Context: an optimization exercise on an open-source flow, tuned for small area. The choices shown serve that exercise and are no tape-out recipe. At most, simulation tests tie the RTL to the original design; equivalence was not proved. No activity file was given, so power comes from the tool's default toggle rates.

== v6 ==
==> module register_bank, before the edit <==
module register_bank #(
    parameter int unsigned DATA_W   = 32,
    parameter int unsigned ADDR_W   = 5,
    parameter int unsigned NUM_READ = 2
) (
    input  logic                         clk,
    input  logic                         resetN,
    input  logic [NUM_READ*ADDR_W-1:0]   readAddr,
    output logic [NUM_READ*DATA_W-1:0]   readData,
    output logic [NUM_READ-1:0]          readBusy,
    input  logic                         writeEnable,
    input  logic [ADDR_W-1:0]            writeReg,
    input  logic [DATA_W-1:0]            writeData,
    input  logic                         reserveEnable,
    input  logic [ADDR_W-1:0]            reserveReg,
    input  logic                         flush
);
    localparam int unsigned DEPTH = 2 ** ADDR_W;
    localparam int unsigned LO_W  = 2;
    localparam int unsigned HI_W  = ADDR_W - LO_W;
    localparam int unsigned NLO   = 2 ** LO_W;
    localparam int unsigned NHI   = 2 ** HI_W;
    localparam int unsigned NGRP  = (DEPTH - 1) / 3;    
    logic [DATA_W-1:0] regs_q [DEPTH];
    logic [DEPTH-1:0]  valid_q;
    logic [DEPTH-1:0]  busy_q;
    logic [DEPTH-1:0]  wsel;
    logic [DEPTH-1:0]  rsel;
    function automatic logic [NLO-1:0] dec_lo_n(input logic [ADDR_W-1:0] a);
        for (int j = 0; j < int'(NLO); j++) dec_lo_n[j] = (a[LO_W-1:0] != LO_W'(j));
    endfunction
    function automatic logic [NHI-1:0] dec_hi_n(input logic [ADDR_W-1:0] a, input logic en);
        for (int k = 0; k < int'(NHI); k++) dec_hi_n[k] = !(en && (a[ADDR_W-1:LO_W] == HI_W'(k)));
    endfunction
    logic [NLO-1:0] wlo_n, rlo_n;
    logic [NHI-1:0] whi_n, rhi_n;
    assign wlo_n = dec_lo_n(writeReg);
    assign whi_n = dec_hi_n(writeReg, writeEnable);
    assign rlo_n = dec_lo_n(reserveReg);
    assign rhi_n = dec_hi_n(reserveReg, reserveEnable);
    for (genvar i = 1; i < DEPTH; i++) begin : g_reg
        rb_nor2 u_wsel (.a(wlo_n[i % NLO]), .b(whi_n[i / NLO]), .y(wsel[i]));
        rb_nor2 u_rsel (.a(rlo_n[i % NLO]), .b(rhi_n[i / NLO]), .y(rsel[i]));
        always_ff @(posedge clk) begin
            if (wsel[i]) regs_q[i] <= writeData;
        end
        always_ff @(posedge clk or negedge resetN) begin
            if (!resetN) begin
                valid_q[i] <= 1'b0;
                busy_q[i]  <= 1'b0;
            end else begin
                if (wsel[i]) valid_q[i] <= 1'b1;
                busy_q[i] <= rsel[i] | (busy_q[i] & ~flush & ~wsel[i]);
            end
        end
    end
    assign regs_q[0]  = '0;
    assign valid_q[0] = 1'b0;
    assign busy_q[0]  = 1'b0;
    assign wsel[0]    = 1'b0;
    assign rsel[0]    = 1'b0;
    for (genvar p = 0; p < NUM_READ; p++) begin : g_read
        logic [ADDR_W-1:0] addr;
        logic [NLO-1:0]    lo_n;
        logic [NHI-1:0]    hi_n;
        logic [DEPTH-1:0]  dec;
        logic [DEPTH-1:0]  dsel;
        logic [DATA_W-1:0] data;
        assign addr = readAddr[p*ADDR_W +: ADDR_W];
        assign lo_n = dec_lo_n(addr);
        assign hi_n = dec_hi_n(addr, 1'b1);
        assign dec[0]  = 1'b0;
        assign dsel[0] = 1'b0;
        for (genvar i = 1; i < DEPTH; i++) begin : g_sel
            assign dec[i] = ~(lo_n[i % NLO] | hi_n[i / NLO]);
            rb_and3 u_dsel (.a(~lo_n[i % NLO]), .b(~hi_n[i / NLO]), .c(valid_q[i]), .y(dsel[i]));
        end
        for (genvar b = 0; b < DATA_W; b++) begin : g_bit
            logic [NGRP:0] t;    
            for (genvar g = 0; g < int'(NGRP); g++) begin : g_grp
                rb_aoi222 u_aoi (
                    .a0(dsel[3*g+1]), .b0(regs_q[3*g+1][b]),
                    .a1(dsel[3*g+2]), .b1(regs_q[3*g+2][b]),
                    .a2(dsel[3*g+3]), .b2(regs_q[3*g+3][b]),
                    .y (t[g])
                );
            end
            rb_nand2 u_last (.a(dsel[DEPTH-1]), .b(regs_q[DEPTH-1][b]), .y(t[NGRP]));
            rb_nand_wide #(.N(NGRP + 1)) u_or (.t(t), .y(data[b]));
        end
        assign readData[p*DATA_W +: DATA_W] = data;
        assign readBusy[p]                  = |(dec & busy_q);
    end
endmodule
==> flow/config.mk <==
export PLATFORM = sky130hd
export DESIGN_NAME = register_bank
export DESIGN_NICKNAME = register_bank
export VERILOG_FILES = /design/flow/design.v
export SDC_FILE = /design/flow/constraint.sdc
export NUM_CORES = 4
export LEC_CHECK = 0
export CAP_MARGIN = 20
export CORE_MARGIN = 2
export CORE_UTILIZATION = 45
export SETUP_SLACK_MARGIN = 0.2
export SLEW_MARGIN = 20
export SYNTH_HIERARCHICAL = 1
==> flow/constraint.sdc <==
create_clock -name core_clock -period 7.0 [get_ports {clk}]
set_input_delay 1.4000 -clock core_clock [delete_from_list [all_inputs] [get_ports {clk}]]
set_output_delay 1.4000 -clock core_clock [all_outputs]
set_load 0.01 [all_outputs]
standard.sh (not shown) runs the stock make flow with config.mk's settings and CLKGATE_MAP_FILE= SYNTH_SCRIPT=/design/flow/synth_recipe.tcl, a recipe that flattens the netlist after the stock synthesis.
==> flow/flow/run.sh <==
#!/bin/bash
# Own layout flow: the standard ORFS flow (standard.sh), with two changes
# to how the layout is made; the design, clock period and constraints are
# untouched:
#  - ports are buffered with the smallest buffer (repair may upsize it),
#  - the clock tree uses clkbuf_8 in sink clusters of up to 16 and no dummy
#    loads.
# Each ORFS step writes its full log under orfs/logs; make's own output goes
# to standard.log in this folder.
set -euo pipefail
export BUFFER_PORTS_ARGS="-buffer_cell sky130_fd_sc_hd__buf_1"
export CTS_ARGS="-sink_clustering_enable -repair_clock_nets -buf_list {sky130_fd_sc_hd__clkbuf_8} -sink_clustering_size 16 -sink_clustering_max_diameter 75 -dont_use_dummy_load"
bash standard.sh > standard.log 2>&1
The following lists how v7 was set up differently from v6:
--- a/flow/design.v
+++ b/flow/design.v
@@ -21,10 +21,12 @@
     localparam int unsigned NLO   = 2 ** LO_W;
     localparam int unsigned NHI   = 2 ** HI_W;
     localparam int unsigned NGRP  = (DEPTH - 1) / 3;    
+    localparam int unsigned HALF  = DATA_W / 2;
     logic [DATA_W-1:0] regs_q [DEPTH];
     logic [DEPTH-1:0]  valid_q;
     logic [DEPTH-1:0]  busy_q;
-    logic [DEPTH-1:0]  wsel;
+    logic [DEPTH-1:0]  wsel;       
+    logic [DEPTH-1:0]  wsel_h;     
     logic [DEPTH-1:0]  rsel;
     function automatic logic [NLO-1:0] dec_lo_n(input logic [ADDR_W-1:0] a);
         for (int j = 0; j < int'(NLO); j++) dec_lo_n[j] = (a[LO_W-1:0] != LO_W'(j));
@@ -39,10 +41,14 @@
     assign rlo_n = dec_lo_n(reserveReg);
     assign rhi_n = dec_hi_n(reserveReg, reserveEnable);
     for (genvar i = 1; i < DEPTH; i++) begin : g_reg
-        rb_nor2 u_wsel (.a(wlo_n[i % NLO]), .b(whi_n[i / NLO]), .y(wsel[i]));
+        rb_nor2 u_wsel   (.a(wlo_n[i % NLO]), .b(whi_n[i / NLO]), .y(wsel[i]));
+        rb_nor2 u_wsel_h (.a(wlo_n[i % NLO]), .b(whi_n[i / NLO]), .y(wsel_h[i]));
         rb_nor2 u_rsel (.a(rlo_n[i % NLO]), .b(rhi_n[i / NLO]), .y(rsel[i]));
         always_ff @(posedge clk) begin
-            if (wsel[i]) regs_q[i] <= writeData;
+            if (wsel[i]) regs_q[i][HALF-1:0] <= writeData[HALF-1:0];
+        end
+        always_ff @(posedge clk) begin
+            if (wsel_h[i]) regs_q[i][DATA_W-1:HALF] <= writeData[DATA_W-1:HALF];
         end
         always_ff @(posedge clk or negedge resetN) begin
             if (!resetN) begin
@@ -58,34 +64,40 @@
     assign valid_q[0] = 1'b0;
     assign busy_q[0]  = 1'b0;
     assign wsel[0]    = 1'b0;
+    assign wsel_h[0]  = 1'b0;
     assign rsel[0]    = 1'b0;
     for (genvar p = 0; p < NUM_READ; p++) begin : g_read
         logic [ADDR_W-1:0] addr;
         logic [NLO-1:0]    lo_n;
         logic [NHI-1:0]    hi_n;
         logic [DEPTH-1:0]  dec;
-        logic [DEPTH-1:0]  dsel;
+        logic [DEPTH-1:0]  dsel;      
+        logic [DEPTH-1:0]  dsel_h;    
         logic [DATA_W-1:0] data;
         assign addr = readAddr[p*ADDR_W +: ADDR_W];
         assign lo_n = dec_lo_n(addr);
         assign hi_n = dec_hi_n(addr, 1'b1);
         assign dec[0]  = 1'b0;
-        assign dsel[0] = 1'b0;
+        assign dsel[0]   = 1'b0;
+        assign dsel_h[0] = 1'b0;
         for (genvar i = 1; i < DEPTH; i++) begin : g_sel
             assign dec[i] = ~(lo_n[i % NLO] | hi_n[i / NLO]);
-            rb_and3 u_dsel (.a(~lo_n[i % NLO]), .b(~hi_n[i / NLO]), .c(valid_q[i]), .y(dsel[i]));
+            rb_and3 u_dsel   (.a(~lo_n[i % NLO]), .b(~hi_n[i / NLO]), .c(valid_q[i]), .y(dsel[i]));
+            rb_and3 u_dsel_h (.a(~lo_n[i % NLO]), .b(~hi_n[i / NLO]), .c(valid_q[i]), .y(dsel_h[i]));
         end
         for (genvar b = 0; b < DATA_W; b++) begin : g_bit
-            logic [NGRP:0] t;    
+            logic [NGRP:0]    t;    
+            logic [DEPTH-1:0] s;
+            assign s = (b < int'(HALF)) ? dsel : dsel_h;
             for (genvar g = 0; g < int'(NGRP); g++) begin : g_grp
                 rb_aoi222 u_aoi (
-                    .a0(dsel[3*g+1]), .b0(regs_q[3*g+1][b]),
-                    .a1(dsel[3*g+2]), .b1(regs_q[3*g+2][b]),
-                    .a2(dsel[3*g+3]), .b2(regs_q[3*g+3][b]),
+                    .a0(s[3*g+1]), .b0(regs_q[3*g+1][b]),
+                    .a1(s[3*g+2]), .b1(regs_q[3*g+2][b]),
+                    .a2(s[3*g+3]), .b2(regs_q[3*g+3][b]),
                     .y (t[g])
                 );
             end
-            rb_nand2 u_last (.a(dsel[DEPTH-1]), .b(regs_q[DEPTH-1][b]), .y(t[NGRP]));
+            rb_nand2 u_last (.a(s[DEPTH-1]), .b(regs_q[DEPTH-1][b]), .y(t[NGRP]));
             rb_nand_wide #(.N(NGRP + 1)) u_or (.t(t), .y(data[b]));
         end
         assign readData[p*DATA_W +: DATA_W] = data;
Findings:
Register-to-register slack across v6 and v7: no real change. Row number of non-clock buffers in the layout: v7 higher / v6 lower. Wire length of the first global-routing pass, v6 and v7: higher on v7. Going from v6 to v7, number of vias in the routed layout has increased; number of nets at the end of the flow now larger. In the reports for v6 and v7, the larger cell area belongs to v7. Minimum clock period improves in v7 relative to v6. Taking v6 as the reference, in v7 number of inserted diodes has increased; switching power total has increased; number of non-clock inverters has remained practically unchanged; summed instance area of the synthesized netlist has increased. v7 leaves more setup margin than v6.
For v7, only the layout was checked, not whether the RTL still works.

-- static timing again, ports no longer ideal --
The results above use ideal ports. As a check the final layouts listed here were re-extracted and re-timed, cells and wires unchanged.
Step 1 assumes that a clkbuf_16 drives the clock port and a buf_2 every other input.
Step 2 also shifts input and output timing later by t, the mid clock arrival at the registers, as if the neighbouring blocks saw the same clock.
Slacks: ideal / step 1 / step 2; pairs: ideal / step 1.
run | t, ns | setup slack, ns | worst register clock-pin slew, ns
v6 | 0.770 | 0.702 / 0.673 / 0.673 | 0.11 / 0.11
v7 | 0.786 | 0.926 / 0.832 / 0.832 | 0.11 / 0.11
After both steps setup and hold are still met in every run listed. The setup slack of v7, which loses most, moves by -0.094 ns with the drivers and by -0.094 ns with both steps.
